Source: an optimization exercise on an open RTL-to-GDS flow (aim: a short achievable clock period and few clock cycles per item). Production flows keep margins and buffers that such runs may drop. In this exercise RTL edits were held to simulation tests only and were not proved equivalent to the original.

==> inputs of job 7201 <==
## rv_core
module rv_core (
	input  logic        clk,
	input  logic        rst_n,
	input  logic        i_inst_valid,
	input  logic [31:0] i_inst,
	output logic        o_inst_ready,
	output logic        o_dmem_ren,
	output logic        o_dmem_wen,
	output logic [29:0] o_dmem_addr,
	output logic [31:0] o_dmem_wdata,
	input  logic [31:0] i_dmem_rdata,
	input  logic        i_dmem_stall,
	output logic        o_wb_valid,
	output logic [4:0]  o_wb_rd,
	output logic [31:0] o_wb_data
);
export LEC_CHECK = 0
export CAP_MARGIN = 40
export CORE_MARGIN = 2
export CORE_UTILIZATION = 25
export SETUP_SLACK_MARGIN = 3.3
export SLEW_MARGIN = 20
export SYNTH_HIERARCHICAL = 1
create_clock -name core_clock -period 5.5 [get_ports {clk}]
standard.sh (not shown) runs the stock make flow with config.mk's settings and CLKGATE_MAP_FILE= SYNTH_SCRIPT=/design/flow/synth_recipe.tcl, a recipe that flattens the netlist after the stock synthesis.
==> flow/flow/run.sh <==
#!/bin/bash
# Standard synthesis, then the standard layout with the ports buffered by
# buf_4 cells instead of the flow's default buffer choice.
set -euo pipefail
bash standard.sh synth > synth.log 2>&1
bash standard.sh BUFFER_PORTS_ARGS="-buffer_cell sky130_fd_sc_hd__buf_4" finish > layout.log 2>&1
==> inputs of job 9895, as changes to job 7201 <==
--- a/flow/design.v
+++ b/flow/design.v
@@ -178,12 +178,19 @@
 	input  logic sr, sm, sl,
 	input  logic x, m, l,
 	output logic y
 );
 	assign y = ~((sr & x) | (sm & m) | (sl & l));
 endmodule
+module rv_sel3n_r (
+	input  logic sr, sm, sl,
+	input  logic x, m, l,
+	output logic y
+);
+	assign y = ~((sr & x) | (sm & m) | (sl & l));
+endmodule
 module rv_sel2 (
 	input  logic sr, sm,
 	input  logic x, m,
 	output logic y
 );
 	assign y = (sr & x) | (sm & m);
@@ -200,27 +207,28 @@
 	input  logic        hr, hm,
 	input  logic [4:0]  xh,
 	input  logic        sra,
 	output logic [31:0] shl,
 	output logic [31:0] shr
 );
-	logic [31:0] an;
+	logic [31:0] an, anr;
 	logic [4:0]  shl_amt, shr_amt;
 	logic [31:0] vl [0:5];
 	logic [31:0] vr [0:5];
 	logic        filln;
 	for (genvar i = 0; i < 32; i++) begin : g_sel
 		rv_sel3n sel (.sr(sr), .sm(sm), .sl(sl), .x(x[i]), .m(m[i]), .l(l[i]), .y(an[i]));
+		rv_sel3n_r selr (.sr(sr), .sm(sm), .sl(sl), .x(x[i]), .m(m[i]), .l(l[i]), .y(anr[i]));
 	end
 	for (genvar k = 0; k < 5; k++) begin : g_amt
 		rv_sel2 hl (.sr(hr), .sm(hm), .x(xh[k]), .m(m[k]), .y(shl_amt[k]));
 		rv_sel2 hr_ (.sr(hr), .sm(hm), .x(xh[k]), .m(m[k]), .y(shr_amt[k]));
 	end
-	assign filln = ~(sra & ~an[31]);
+	assign filln = ~(sra & ~anr[31]);
 	assign vl[0] = an;
-	assign vr[0] = an;
+	assign vr[0] = anr;
 	for (genvar k = 0; k < 5; k++) begin : g_lvl
 		localparam int D = 1 << k;
 		for (genvar i = 0; i < 32; i++) begin : g_bit
 			if (i >= D) begin : g_l
 				rv_mxi ml (.s(shl_amt[k]), .a0(vl[k][i]), .a1(vl[k][i-D]), .y(vl[k+1][i]));
 			end else begin : g_l0
@@ -277,12 +285,13 @@
 	logic        x_fx_r, x_fx_mp, x_fx_mn, x_fx_l;
 	logic        x_fh_r, x_fh_m;            
 	logic        x_sub;                     
 	logic        x_add, x_slt, x_log, x_sll, x_sr, x_sra;
 	logic        x_lg1, x_lg2;              
 	logic        m_wr, m_ld, m_st;
+	logic        m_mem;    
 	logic [4:0]  m_rd;
 	logic [31:0] m_res, m_sd;
 	logic        w_wr;
 	logic [4:0]  w_rd;
 	logic [31:0] w_data;
 	logic [31:0] regs [1:31];
@@ -315,17 +324,15 @@
 		rv1 = '0;
 		rv2 = '0;
 		for (int j = 1; j < 32; j++) begin
 			rv1 = rv1 | ({32{d_oh1[j]}} & regs[j]);
 			rv2 = rv2 | ({32{d_oh2[j]}} & regs[j]);
 		end
-		if (w_wr && w_rd == rs1) rv1 = w_data;
-		if (w_wr && w_rd == rs2) rv2 = w_data;
 	end
 	logic [31:0] m_val;
-	assign m_val = m_ld ? i_dmem_rdata : m_res;
+	assign m_val = m_mem ? i_dmem_rdata : m_res;    
 	logic fa_x, fa_m, fs_x, fs_m;
 	assign fa_x = x_wr && (x_rd == rs1);
 	assign fa_m = m_wr && (m_rd == rs1);
 	assign fs_x = x_wr && (x_rd == rs2);
 	assign fs_m = m_wr && (m_rd == rs2);
 	logic [31:0] d_a, d_sd;
@@ -358,13 +365,13 @@
 		.hm    (x_fh_m),
 		.xh    (x_sh),
 		.sra   (x_sra),
 		.shl   (shl),
 		.shr   (shr)
 	);
-	assign hold = i_dmem_stall && (m_ld || m_st);
+	assign hold = i_dmem_stall && m_mem;
 	always_comb begin
 		e0 = ({32{x_add & !hold}} & hs) | ({32{x_log & !hold}} & lg) | ({32{hold}} & m_res);
 		e1 = ({32{x_add & !hold}} & ~hs) | ({32{x_log & !hold}} & lg) | ({32{hold}} & m_res);
 		e0[0] = (x_add & !hold & (hs[0] ^ x_sub)) | (x_log & !hold & lg[0]) | (hold & m_res[0]) |
 		        (x_slt & !hold & lt0);
 		e1[0] = (x_add & !hold & (hs[0] ^ x_sub)) | (x_log & !hold & lg[0]) | (hold & m_res[0]) |
@@ -467,18 +474,20 @@
 			x_sra  <= alt;
 		end
 	end
 	always_ff @(posedge clk or negedge rst_n) begin
 		if (!rst_n) begin
 			m_wr <= 1'b0;
-			m_ld <= 1'b0;
-			m_st <= 1'b0;
+			m_ld  <= 1'b0;
+			m_st  <= 1'b0;
+			m_mem <= 1'b0;
 		end else if (!hold) begin
 			m_wr <= x_wr;
-			m_ld <= x_ld;
-			m_st <= x_st;
+			m_ld  <= x_ld;
+			m_st  <= x_st;
+			m_mem <= x_ld || x_st;
 		end
 	end
 	always_ff @(posedge clk) begin
 		m_res <= res;
 		if (!hold) begin
 			m_rd <= x_rd;
@@ -505,11 +514,11 @@
 	assign o_wb_data  = w_data;
 	always_ff @(posedge clk or negedge rst_n) begin
 		if (!rst_n) begin
 			for (int i = 1; i < 32; i++) begin
 				regs[i] <= '0;
 			end
-		end else if (w_wr) begin
-			regs[w_rd] <= w_data;
+		end else if (m_wr && !hold) begin
+			regs[m_rd] <= m_val;
 		end
 	end
 endmodule
==> notes <==
Of job 9895 and job 7201, job 9895 has the higher synthesized cell count (gap 18%, measured against job 7201).
Job 7201 completed without violations. Job 9895 died in global routing (5_1_grt) (RSZ-0074).
Area after synthesis: job 9895 is smaller than job 7201 (3.4%).
Testbench counts of job 7201, summed over its fixed seeds: cycles 25,266, instrs 24,000.
Testbench counts of job 9895, summed over its fixed seeds: cycles 25,266, instrs 24,000.

[separate check: timing with driven ports]
Ports are ideal in the flow. The routed layout listed here was re-timed in OpenROAD. Step 1 assumes that a clkbuf_16 drives the clock port and a buf_2 every other input. Step 2 times the ports against the registers' clock, not the clock port: input delays grow and output delays shrink by t, the midpoint of the rising clock arrivals with the driver on. Slacks: ideal ports / drivers / drivers and shift; pairs: ideal ports / drivers.
run: job 7201
t, ns: 0.905
setup slack, ns: 2.468 / 2.468 / 1.873
clock arrival spread, ns: 0.056 / 0.056
After both steps job 7201 still meets setup and hold. The setup slack of job 7201 moves by 0.000 ns with the drivers and by -0.595 ns with both steps.
